From an optimization exercise on the open Yosys and OpenROAD flow, aimed at small area; shortcuts taken in it are not production practice.
Only simulation tests tie the RTL to the original design; equivalence was not proved.

==> 06-25: inputs <==
// sidTop
module sidTop (
  input  logic            clk,
  input  logic            arstN,
  input  logic            clkEn,         
  input  logic            we,
  input  sidPkg::regAddrT addr,
  input  sidPkg::regDataT dataW,
  output sidPkg::regDataT dataR,
  output sidPkg::sampleT  audioOut
);
==> flow/config.mk <==
export PLATFORM = sky130hd
export DESIGN_NAME = sidTop
export DESIGN_NICKNAME = sidTop
export VERILOG_FILES = /design/flow/design.v
export SDC_FILE = /design/flow/constraint.sdc
export NUM_CORES = 4
export LEC_CHECK = 0
export CAP_MARGIN = 20
export CORE_MARGIN = 2
export CORE_UTILIZATION = 60
export CTS_BUF_LIST = sky130_fd_sc_hd__clkbuf_4
export SLEW_MARGIN = 20
==> flow/constraint.sdc <==
create_clock -name core_clock -period 9.0 [get_ports {clk}]
set_input_delay 1.8000 -clock core_clock [delete_from_list [all_inputs] [get_ports {clk}]]
set_output_delay 1.8000 -clock core_clock [all_outputs]
set_load 0.01 [all_outputs]
standard.sh (not shown) runs the stock make flow with config.mk's settings and CLKGATE_MAP_FILE= SYNTH_SCRIPT=/design/flow/synth_recipe.tcl, a recipe that flattens the netlist after the stock synthesis.
==> flow/flow/run.sh <==
#!/bin/bash
# Own layout flow:
#  1. the standard synthesis (standard.sh), unchanged;
#  2. its combinational logic re-mapped for area with ABC (flow/remap.ys);
#     registers, full adders and tie cells are kept as they are;
#  3. a polarity clean-up (flow/faflip.py): full adders and simple gates
#     built in whichever polarity leaves the fewest inverters;
#  4. the standard layout from floorplan on, with clock tree synthesis told
#     not to add dummy loads.
set -euo pipefail
R=$PWD/orfs/results/$FLOW_PLATFORM/sidTop/base
LIB=$FLOW_HOME/platforms/$FLOW_PLATFORM/lib/sky130_fd_sc_hd__tt_025C_1v80.lib
YOSYS=$FLOW_HOME/../tools/install/yosys/bin/yosys
[[ -x $YOSYS ]] || YOSYS=yosys
PERIOD_PS=$(python3 -c "print(int(round(float('$FLOW_PERIOD_NS') * 1000)))")

bash standard.sh "$R/1_2_yosys.v" > synth.log 2>&1
cp "$R/1_2_yosys.v" "$R/1_2_yosys_std.v"

printf 'set_driving_cell sky130_fd_sc_hd__buf_1\nset_load 5\n' > remap.constr
KEEP=$(grep -oE "sky130_fd_sc_hd__(df|fa_|conb|edf|sdf|dl)[A-Za-z0-9_]*" "$R/1_2_yosys_std.v" | sort -u | tr '\n' ' ')
# the platform's don't-use cells (low-power and probe cells) stay out of the mapping
DONTUSE=$(grep -oE 'cell \("?sky130_fd_sc_hd__(lpflow|probe)[A-Za-z0-9_]*' "$LIB" | sed -E 's/cell \("?/-dont_use /' | sort -u | tr '\n' ' ')
sed -e "s|{LIB}|$LIB|g" -e "s|{DONTUSE}|$DONTUSE|" -e "s|{KEEP}|$KEEP|" -e "s|{IN}|$R/1_2_yosys_std.v|" \
    -e "s|{TOP}|$FLOW_TOP|" -e "s|{SCRIPT}|$PWD/flow/area.abc|" -e "s|{CONSTR}|$PWD/remap.constr|" \
    -e "s|{PERIOD_PS}|$PERIOD_PS|" -e "s|{OUT}|$R/1_2_yosys_remap.v|" -e "s|{STAT}|$PWD/remap_stat.txt|" \
    flow/remap.ys > remap.ys
$YOSYS -q -l remap.log -s remap.ys > remap.out 2>&1

python3 flow/faflip.py "$LIB" "$R/1_2_yosys_remap.v" "$R/1_2_yosys_flip.v" > faflip.log 2>&1
cp "$R/1_2_yosys_flip.v" "$R/1_2_yosys.v"

CTS="-sink_clustering_enable -repair_clock_nets -dont_use_dummy_load -buf_list sky130_fd_sc_hd__clkbuf_8 -sink_clustering_size 16 -sink_clustering_max_diameter 50"
bash standard.sh "CTS_ARGS=$CTS" finish > layout.log 2>&1
Other scripts of this flow, unchanged in this note and not shown: flow/flow/area.abc, flow/flow/faflip.py, flow/flow/libinfo.py, flow/flow/remap.ys
==> inputs of 05-14, as changes to 06-25 <==
--- a/flow/flow/run.sh
+++ b/flow/flow/run.sh
@@ -4,7 +4,8 @@
 #  2. its combinational logic re-mapped for area with ABC (flow/remap.ys);
 #     registers, full adders and tie cells are kept as they are;
 #  3. a polarity clean-up (flow/faflip.py): full adders and simple gates
-#     built in whichever polarity leaves the fewest inverters;
+#     built in whichever polarity leaves the fewest inverters; then steps 2
+#     and 3 once more;
 #  4. the standard layout from floorplan on, with clock tree synthesis told
 #     not to add dummy loads.
 set -euo pipefail
@@ -28,7 +29,15 @@
 $YOSYS -q -l remap.log -s remap.ys > remap.out 2>&1
 
 python3 flow/faflip.py "$LIB" "$R/1_2_yosys_remap.v" "$R/1_2_yosys_flip.v" > faflip.log 2>&1
-cp "$R/1_2_yosys_flip.v" "$R/1_2_yosys.v"
 
-CTS="-sink_clustering_enable -repair_clock_nets -dont_use_dummy_load -buf_list sky130_fd_sc_hd__clkbuf_8 -sink_clustering_size 16 -sink_clustering_max_diameter 50"
+# a second round: ABC again around the re-polarised adders, then the clean-up
+sed -e "s|{LIB}|$LIB|g" -e "s|{DONTUSE}|$DONTUSE|" -e "s|{KEEP}|$KEEP|" -e "s|{IN}|$R/1_2_yosys_flip.v|" \
+    -e "s|{TOP}|$FLOW_TOP|" -e "s|{SCRIPT}|$PWD/flow/area.abc|" -e "s|{CONSTR}|$PWD/remap.constr|" \
+    -e "s|{PERIOD_PS}|$PERIOD_PS|" -e "s|{OUT}|$R/1_2_yosys_remap2.v|" -e "s|{STAT}|$PWD/remap2_stat.txt|" \
+    flow/remap.ys > remap2.ys
+$YOSYS -q -l remap2.log -s remap2.ys > remap2.out 2>&1
+python3 flow/faflip.py "$LIB" "$R/1_2_yosys_remap2.v" "$R/1_2_yosys_flip2.v" > faflip2.log 2>&1
+cp "$R/1_2_yosys_flip2.v" "$R/1_2_yosys.v"
+
+CTS="-sink_clustering_enable -repair_clock_nets -dont_use_dummy_load -buf_list sky130_fd_sc_hd__clkbuf_8 -sink_clustering_size 20 -sink_clustering_max_diameter 40"
 bash standard.sh "CTS_ARGS=$CTS" finish > layout.log 2>&1
GPL_TIMING_DRIVEN = 0   (was not set)
==> notes <==
Between 05-14 and 06-25, the lower die area is in 05-14 (gap about 0.8%, measured against 06-25). Wire length: 06-25 is higher than 05-14 (5.2%). Register-to-register slack: 06-25 is better than 05-14 (0.15 ns). Area after synthesis: 05-14 is smaller than 06-25 (about 0.8%).

* * *

==> inputs of job 6718 <==
sidTop again, from the RTL that the note above started with.
// sidTop
module sidTop (
  input  logic            clk,
  input  logic            arstN,
  input  logic            clkEn,         
  input  logic            we,
  input  sidPkg::regAddrT addr,
  input  sidPkg::regDataT dataW,
  output sidPkg::regDataT dataR,
  output sidPkg::sampleT  audioOut
);
  sidPkg::freqT [sidPkg::numVoices-1:0] freq        ;
  sidPkg::pwT [sidPkg::numVoices-1:0]   pulseWidth  ;
  logic [sidPkg::numVoices-1:0][2:0]   waveSel     ;
  logic [sidPkg::numVoices-1:0]         testBit     ;
  logic [sidPkg::numVoices-1:0]         gate        ;
  sidPkg::rateT [sidPkg::numVoices-1:0] attack      ;
  sidPkg::rateT [sidPkg::numVoices-1:0] decay       ;
  sidPkg::rateT [sidPkg::numVoices-1:0] sustain     ;
  sidPkg::rateT [sidPkg::numVoices-1:0] releaseRate ;
  sidPkg::waveT [sidPkg::numVoices-1:0] wave        ;
  sidPkg::envT [sidPkg::numVoices-1:0]  env         ;
  sidPkg::volT  volume;
  logic         voice3Off;
  logic         voice3OffNext;
  sidRegs iRegs (
    .clk           (clk),
    .arstN         (arstN),
    .we            (we),
    .addr          (addr),
    .dataW         (dataW),
    .osc3Msb       (wave[2][11:4]),
    .env3          (env[2]),
    .freq          (freq),
    .pulseWidth    (pulseWidth),
    .waveSel       (waveSel),
  ...
clock: 9.0 ns
lec_check: 0
cap_margin: 20
core_margin: 2
core_utilization: 60
cts_buf_list: sky130_fd_sc_hd__clkbuf_4
gpl_timing_driven: 0
slew_margin: 20
==> flow/flow/run.sh <==
#!/bin/bash
# Own layout flow:
#  1. the standard synthesis (standard.sh), unchanged;
#  2. its combinational logic re-mapped for area with ABC (flow/remap.ys);
#     registers, full adders and tie cells are kept as they are;
#  3. a polarity clean-up (flow/faflip.py): full adders and simple gates
#     built in whichever polarity leaves the fewest inverters;
#  4. the standard layout from floorplan on, with clock tree synthesis told
#     not to add dummy loads.
set -euo pipefail
R=$PWD/orfs/results/$FLOW_PLATFORM/sidTop/base
LIB=$FLOW_HOME/platforms/$FLOW_PLATFORM/lib/sky130_fd_sc_hd__tt_025C_1v80.lib
YOSYS=$FLOW_HOME/../tools/install/yosys/bin/yosys
[[ -x $YOSYS ]] || YOSYS=yosys
PERIOD_PS=$(python3 -c "print(int(round(float('$FLOW_PERIOD_NS') * 1000)))")

bash standard.sh "$R/1_2_yosys.v" > synth.log 2>&1
cp "$R/1_2_yosys.v" "$R/1_2_yosys_std.v"

printf 'set_driving_cell sky130_fd_sc_hd__buf_1\nset_load 5\n' > remap.constr
KEEP=$(grep -oE "sky130_fd_sc_hd__(df|fa_|conb|edf|sdf|dl)[A-Za-z0-9_]*" "$R/1_2_yosys_std.v" | sort -u | tr '\n' ' ')
# the platform's don't-use cells (low-power and probe cells) stay out of the mapping
DONTUSE=$(grep -oE 'cell \("?sky130_fd_sc_hd__(lpflow|probe)[A-Za-z0-9_]*' "$LIB" | sed -E 's/cell \("?/-dont_use /' | sort -u | tr '\n' ' ')
sed -e "s|{LIB}|$LIB|g" -e "s|{DONTUSE}|$DONTUSE|" -e "s|{KEEP}|$KEEP|" -e "s|{IN}|$R/1_2_yosys_std.v|" \
    -e "s|{TOP}|$FLOW_TOP|" -e "s|{SCRIPT}|$PWD/flow/area.abc|" -e "s|{CONSTR}|$PWD/remap.constr|" \
    -e "s|{PERIOD_PS}|$PERIOD_PS|" -e "s|{OUT}|$R/1_2_yosys_remap.v|" -e "s|{STAT}|$PWD/remap_stat.txt|" \
    flow/remap.ys > remap.ys
$YOSYS -q -l remap.log -s remap.ys > remap.out 2>&1

python3 flow/faflip.py "$LIB" "$R/1_2_yosys_remap.v" "$R/1_2_yosys_flip.v" > faflip.log 2>&1
cp "$R/1_2_yosys_flip.v" "$R/1_2_yosys.v"

CTS="-sink_clustering_enable -repair_clock_nets -dont_use_dummy_load -buf_list sky130_fd_sc_hd__clkbuf_8 -sink_clustering_size 16 -sink_clustering_max_diameter 50"
bash standard.sh "CTS_ARGS=$CTS" finish > layout.log 2>&1
==> flow/flow/area.abc <==
strash
dc2
dch -f
if -K 4
mfs2
strash
dc2
dch -f
amap
mfs
strash
dch -f
amap
mfs
strash
dch -f
amap
topo
Other scripts of this flow, unchanged in this note and not shown: flow/flow/faflip.py, flow/flow/libinfo.py, flow/flow/remap.ys
==> job 249: changes against job 6718 <==
--- a/flow/flow/run.sh
+++ b/flow/flow/run.sh
@@ -32,3 +32,3 @@
 
-CTS="-sink_clustering_enable -repair_clock_nets -dont_use_dummy_load -buf_list sky130_fd_sc_hd__clkbuf_8 -sink_clustering_size 16 -sink_clustering_max_diameter 50"
+CTS="-sink_clustering_enable -repair_clock_nets -dont_use_dummy_load -buf_list sky130_fd_sc_hd__clkbuf_4"
 bash standard.sh "CTS_ARGS=$CTS" finish > layout.log 2>&1
==> flow/flow/area.abc (replaced) <==
strash
dc2
dch -f
amap
strash
dch -f
amap
topo
--- a/flow/config.mk
+++ b/flow/config.mk
@@ -11,3 +11,2 @@
 export CTS_BUF_LIST = sky130_fd_sc_hd__clkbuf_4
-export GPL_TIMING_DRIVEN = 0
 export SLEW_MARGIN = 20
==> comparison table <==
Result of the run: job 6718 finished clean; job 249 finished clean
Sequential portion of the cell area: job 6718 33.50%; job 249 32.85%
Max Clock Freq: job 6718 0.1153 GHz; job 249 0.1165 GHz
Routed via count: job 6718 22.39k; job 249 23.52k
Endpoint of the worst setup timing path: job 6718 genVoice[2].iVoice.acc[23]; job 249 genVoice[1].iVoice.acc[23]
Post-placement setup slack: job 6718 -2783 ps; job 249 -557.5 ps
R2R depth: job 6718 38; job 249 28
Post-route insts no fill: job 6718 3677; job 249 3859
Met3 wire len: job 6718 4878 um; job 249 6706 um
Share of post-route cells with drive strength above 1: job 6718 5.007%; job 249 6.794%
Final Util: job 6718 65.80%; job 249 66.81%
Count of multi-input gates: job 6718 2215; job 249 2241
Average via count per standard cell: job 6718 6.090; job 249 6.096
Final non-filler cell area: job 6718 29670 um2; job 249 30260 um2
Share of the clock period used by the worst path after layout: job 6718 96.34%; job 249 95.39%
Longest individual stage delay on the worst path: job 6718 440 ps; job 249 450 ps
Initial core utilization: job 6718 60.34%; job 249 60.76%
Clock buf count: job 6718 43; job 249 104
Wl on met1: job 6718 30930 um; job 249 32020 um
Nets: job 6718 3425; job 249 3602
Gate count after technology mapping: job 6718 2953; job 249 3014
Final weighted congestion in routability-driven placement: job 6718 0.9929; job 249 0.9964
Non-clock buffer share of cell area: job 6718 2.842%; job 249 3.722%

* * *

==> build 67: inputs <==
Starting RTL as in the previous note.
==> flow/design.v (excerpt) <==
module sidTop (
  input  logic            clk,
  input  logic            arstN,
  input  logic            clkEn,         
  input  logic            we,
  input  sidPkg::regAddrT addr,
  input  sidPkg::regDataT dataW,
  output sidPkg::regDataT dataR,
  output sidPkg::sampleT  audioOut
);
  sidPkg::freqT [sidPkg::numVoices-1:0] freq        ;
  sidPkg::pwT [sidPkg::numVoices-1:0]   pulseWidth  ;
  logic [sidPkg::numVoices-1:0][2:0]   waveSel     ;
  logic [sidPkg::numVoices-1:0]         testBit     ;
  logic [sidPkg::numVoices-1:0]         gate        ;
  sidPkg::rateT [sidPkg::numVoices-1:0] attack      ;
  sidPkg::rateT [sidPkg::numVoices-1:0] decay       ;
  sidPkg::rateT [sidPkg::numVoices-1:0] sustain     ;
  sidPkg::rateT [sidPkg::numVoices-1:0] releaseRate ;
  sidPkg::waveT [sidPkg::numVoices-1:0] wave        ;
  sidPkg::envT [sidPkg::numVoices-1:0]  env         ;
  sidPkg::volT  volume;
  logic         voice3Off;
  logic         voice3OffNext;
  sidRegs iRegs (
    .clk           (clk),
    .arstN         (arstN),
    .we            (we),
    .addr          (addr),
    .dataW         (dataW),
    .osc3Msb       (wave[2][11:4]),
    .env3          (env[2]),
    .freq          (freq),
    .pulseWidth    (pulseWidth),
    .waveSel       (waveSel),
    .testBit       (testBit),
    .gate          (gate),
    .attack        (attack),
    .decay         (decay),
    .sustain       (sustain),
    .releaseRate   (releaseRate),
    .volume        (volume),
    .voice3Off     (voice3Off),
    .voice3OffNext (voice3OffNext),
    .dataR         (dataR)
  );
  for (genvar v = 0; v < sidPkg::numVoices; v++) begin : genVoice
    sidVoice iVoice (
      .clk        (clk),
      .arstN      (arstN),
      .clkEn      (clkEn),
      .freq       (freq[v]),
  ...
clock: 9.0 ns
lec_check: 0
cap_margin: 20
core_margin: 2
core_utilization: 60
cts_buf_list: sky130_fd_sc_hd__clkbuf_4
slew_margin: 20
==> flow/flow/run.sh <==
#!/bin/bash
# Own layout flow: the standard synthesis, then full adders flipped to drop
# the inverters between them (flow/faflip.py), then the standard layout with
# clock tree synthesis told not to add dummy loads.
set -euo pipefail
R=$PWD/orfs/results/$FLOW_PLATFORM/sidTop/base

bash standard.sh "$R/1_2_yosys.v" > synth.log 2>&1
python3 flow/faflip.py "$R/1_2_yosys.v" "$R/1_2_yosys_flip.v" > faflip.log 2>&1
cp "$R/1_2_yosys.v" "$R/1_2_yosys_orig.v"
cp "$R/1_2_yosys_flip.v" "$R/1_2_yosys.v"

CTS="-sink_clustering_enable -repair_clock_nets -dont_use_dummy_load -buf_list sky130_fd_sc_hd__clkbuf_4"
bash standard.sh "CTS_ARGS=$CTS" finish > layout.log 2>&1
==> flow/flow/faflip.py <==
"""Flip full adders (invert all inputs and outputs, which a full adder allows)
to remove inverters between them.  Reads and writes a flat Yosys netlist."""
import re, sys, collections

OUTPINS = {'X', 'Y', 'Q', 'Q_N', 'SUM', 'COUT', 'HI', 'LO'}


def parse(text):
    m = re.search(r'^module\s+(\S+)\s*\((.*?)\);', text, re.S | re.M)
    head_end = m.end()
    body_end = text.rindex('endmodule')
    body = text[head_end:body_end]
    insts = []
    other = []
    pos = 0
    inst_re = re.compile(r'^\s*(sky130_fd_sc_hd__\w+)\s+(\S+)\s*\((.*?)\);\s*$', re.S | re.M)
    for im in inst_re.finditer(body):
        other.append(body[pos:im.start()])
        pos = im.end()
        pins = [(p, n.strip()) for p, n in re.findall(r'\.(\w+)\(([^()]*)\)', im.group(3))]
        insts.append([im.group(1), im.group(2), pins])
    other.append(body[pos:])
    return text[:head_end], insts, ''.join(other), text[body_end:]


def esc(n):
    # an escaped identifier ends at white space
    return n + ' ' if n.startswith('\\') else n


def main(src, dst):
    text = open(src).read()
    head, insts, rest, tail = parse(text)
    ports = set()
    for d in re.findall(r'^\s*(?:input|output|inout)\s+(?:\[[^\]]*\]\s*)?([^;]+);', head + rest, re.M):
        for n in d.split(','):
            ports.add(n.strip())
    # nets that appear in assign statements are left alone
    assigned = set()
    for a in re.findall(r'assign\s+(.*?);', rest, re.S):
        for tok in re.findall(r'\\?[\w\[\]\.$]+', a):
            assigned.add(tok)

    def portlike(n):
        base = n.split('[')[0].strip()
        return base in ports or n in ports or n in assigned or base in assigned or n.startswith("1'")

    driver = {}
    for i, (typ, name, pins) in enumerate(insts):
        for p, n in pins:
            if p in OUTPINS:
                driver[n] = (i, p)
    # collapsible inverters: input and output both internal nets
    inv_of = {}     # output net -> input net
    for i, (typ, name, pins) in enumerate(insts):
        if '__inv_' in typ:
            d = dict(pins)
            if not portlike(d['Y']) and not portlike(d['A']):
                inv_of[d['Y']] = (d['A'], i)

    def root(n):
        par = 0
        while n in inv_of:
            n = inv_of[n][0]
            par ^= 1
        return n, par

    fa = [i for i, (t, _, _) in enumerate(insts) if '__fa_' in t]
    fa_set = set(fa)
    flip = {i: 0 for i in fa}
    # consumers: (inst, pin, root, parity)
    cons = collections.defaultdict(list)
    for i, (typ, name, pins) in enumerate(insts):
        if '__inv_' in typ and dict(pins)['Y'] in inv_of:
            continue
        for p, n in pins:
            if p in OUTPINS:
                continue
            r, par = root(n)
            cons[r].append((i, p, par))
    # roots that are driven by an FA output
    def avail(r):
        d = driver.get(r)
        if d and d[0] in fa_set:
            return flip[d[0]]
        return 0

    def cost_root(r):
        a = avail(r)
        for (i, p, par) in cons[r]:
            need = par ^ (flip[i] if i in fa_set else 0)
            if need != a:
                return 1
        return 0

    fa_roots = collections.defaultdict(set)
    for r, lst in cons.items():
        for (i, p, par) in lst:
            if i in fa_set:
                fa_roots[i].add(r)
    for i in fa:
        for p, n in insts[i][2]:
            if p in OUTPINS:
                fa_roots[i].add(n)
    before = sum(cost_root(r) for r in cons)
    changed = True
    it = 0
    while changed and it < 50:
        changed = False
        it += 1
        for i in fa:
            rs = fa_roots[i]
            c0 = sum(cost_root(r) for r in rs)
            flip[i] ^= 1
            c1 = sum(cost_root(r) for r in rs)
            if c1 < c0:
                changed = True
            else:
                flip[i] ^= 1
    after = sum(cost_root(r) for r in cons)
    old_invs = sum(1 for (t, _, _) in insts if '__inv_' in t)
    kept_invs = old_invs - len(inv_of)
    print(f"inverters: {old_invs} total, {len(inv_of)} collapsible; "
          f"needed before {before}, after {after}; flipped {sum(flip.values())} of {len(fa)} FAs",
          file=sys.stderr)
    if dst is None:
        return
    # rewrite: drop collapsible inverters, insert one inverter per root that needs one
    neg_net = {}
    new_insts = []
    decls = []
    k = 0
    for r in cons:
        a = avail(r)
        for (i, p, par) in cons[r]:
            need = par ^ (flip[i] if i in fa_set else 0)
            if need != a and r not in neg_net:
                nn = f"_fainv{k}_"
                k += 1
                neg_net[r] = nn
                decls.append(f"  wire {nn};")
                new_insts.append(["sky130_fd_sc_hd__inv_1", f"_fainvc{k}_", [("A", r), ("Y", nn)]])
    out = []
    for i, (typ, name, pins) in enumerate(insts):
        if '__inv_' in typ and dict(pins)['Y'] in inv_of:
            continue
        npins = []
        for p, n in pins:
            if p in OUTPINS:
                npins.append((p, n))
                continue
            r, par = root(n)
            need = par ^ (flip[i] if i in fa_set else 0)
            npins.append((p, r if need == avail(r) else neg_net[r]))
        out.append([typ, name, npins])
    out += new_insts
    lines = []
    for typ, name, pins in out:
        lines.append(f"  {typ} {name} (\n" + ",\n".join(f"    .{p}({esc(n)})" for p, n in pins) + "\n  );")
    text2 = head + "\n" + "\n".join(decls) + rest + "\n" + "\n".join(lines) + "\n" + tail
    open(dst, 'w').write(text2)


if __name__ == '__main__':
    main(sys.argv[1], sys.argv[2] if len(sys.argv) > 2 else None)
==> build 90: changes against build 67 <==
==> flow/run.sh (new file) <==
#!/bin/bash
# synth_recipe.tcl (not shown) runs the flow's synth.tcl, then flattens the netlist and writes it again
# the make line also repeats each setting of config.mk as NAME=value (left out here)
make -C /OpenROAD-flow-scripts/flow DESIGN_CONFIG=/design/flow/config.mk WORK_HOME=/design/flow/orfs CLKGATE_MAP_FILE= SYNTH_SCRIPT=/design/flow/synth_recipe.tcl finish
removed: flow/flow/run.sh
removed: flow/flow/faflip.py
removed: flow/standard.sh
==> comparison <==
Clock-buffer cell count: build 90 is higher than build 67 (40). In fmax, build 90 and build 67 hardly differ. Global-route usage is about the same in build 90 and build 67. In build 67 the setup slack is worse than in build 90, by 14 ps. Against build 67, the hold slack of build 90 is better by 31 ps. In build 90 the area after synthesis is larger than in build 67, by 1.6%. In flip-flop and latch count, build 90 and build 67 do not differ.

afterwards: timing with drivers on the ports:
No port has a modelled driver above. Below, the same layouts with a new extraction and two added sets of constraints. Step 1 assumes that a clkbuf_16 drives the clock port and a buf_2 every other input. Step 2 adds t to the input delays and takes it off the output delays; t is the mean of the earliest and latest rising clock arrival at the registers after step 1. Input paths then give back, and output paths get back, about the clock's delay inside the block. Slacks: ideal / step 1 / step 2; pairs: ideal / step 1.
run	t (ns)	setup WS [ns]	worst data-port slew with drivers (ns)
06-25	0.682	0.385 / 0.411 / -0.272	0.06
05-14	0.698	0.262 / 0.270 / -0.428	0.05
job 6718	0.658	0.330 / 0.313 / -0.345	0.07
job 249	0.874	0.415 / 0.445 / -0.429	0.12
build 67	0.902	0.613 / 0.640 / -0.263	0.08
build 90	0.923	0.626 / 0.652 / -0.271	0.05
With both steps, setup timing fails in every run listed, where it was met with ideal ports. For build 90, which loses most, drivers alone change the setup slack by +0.026 ns; drivers and shift together by -0.897 ns.
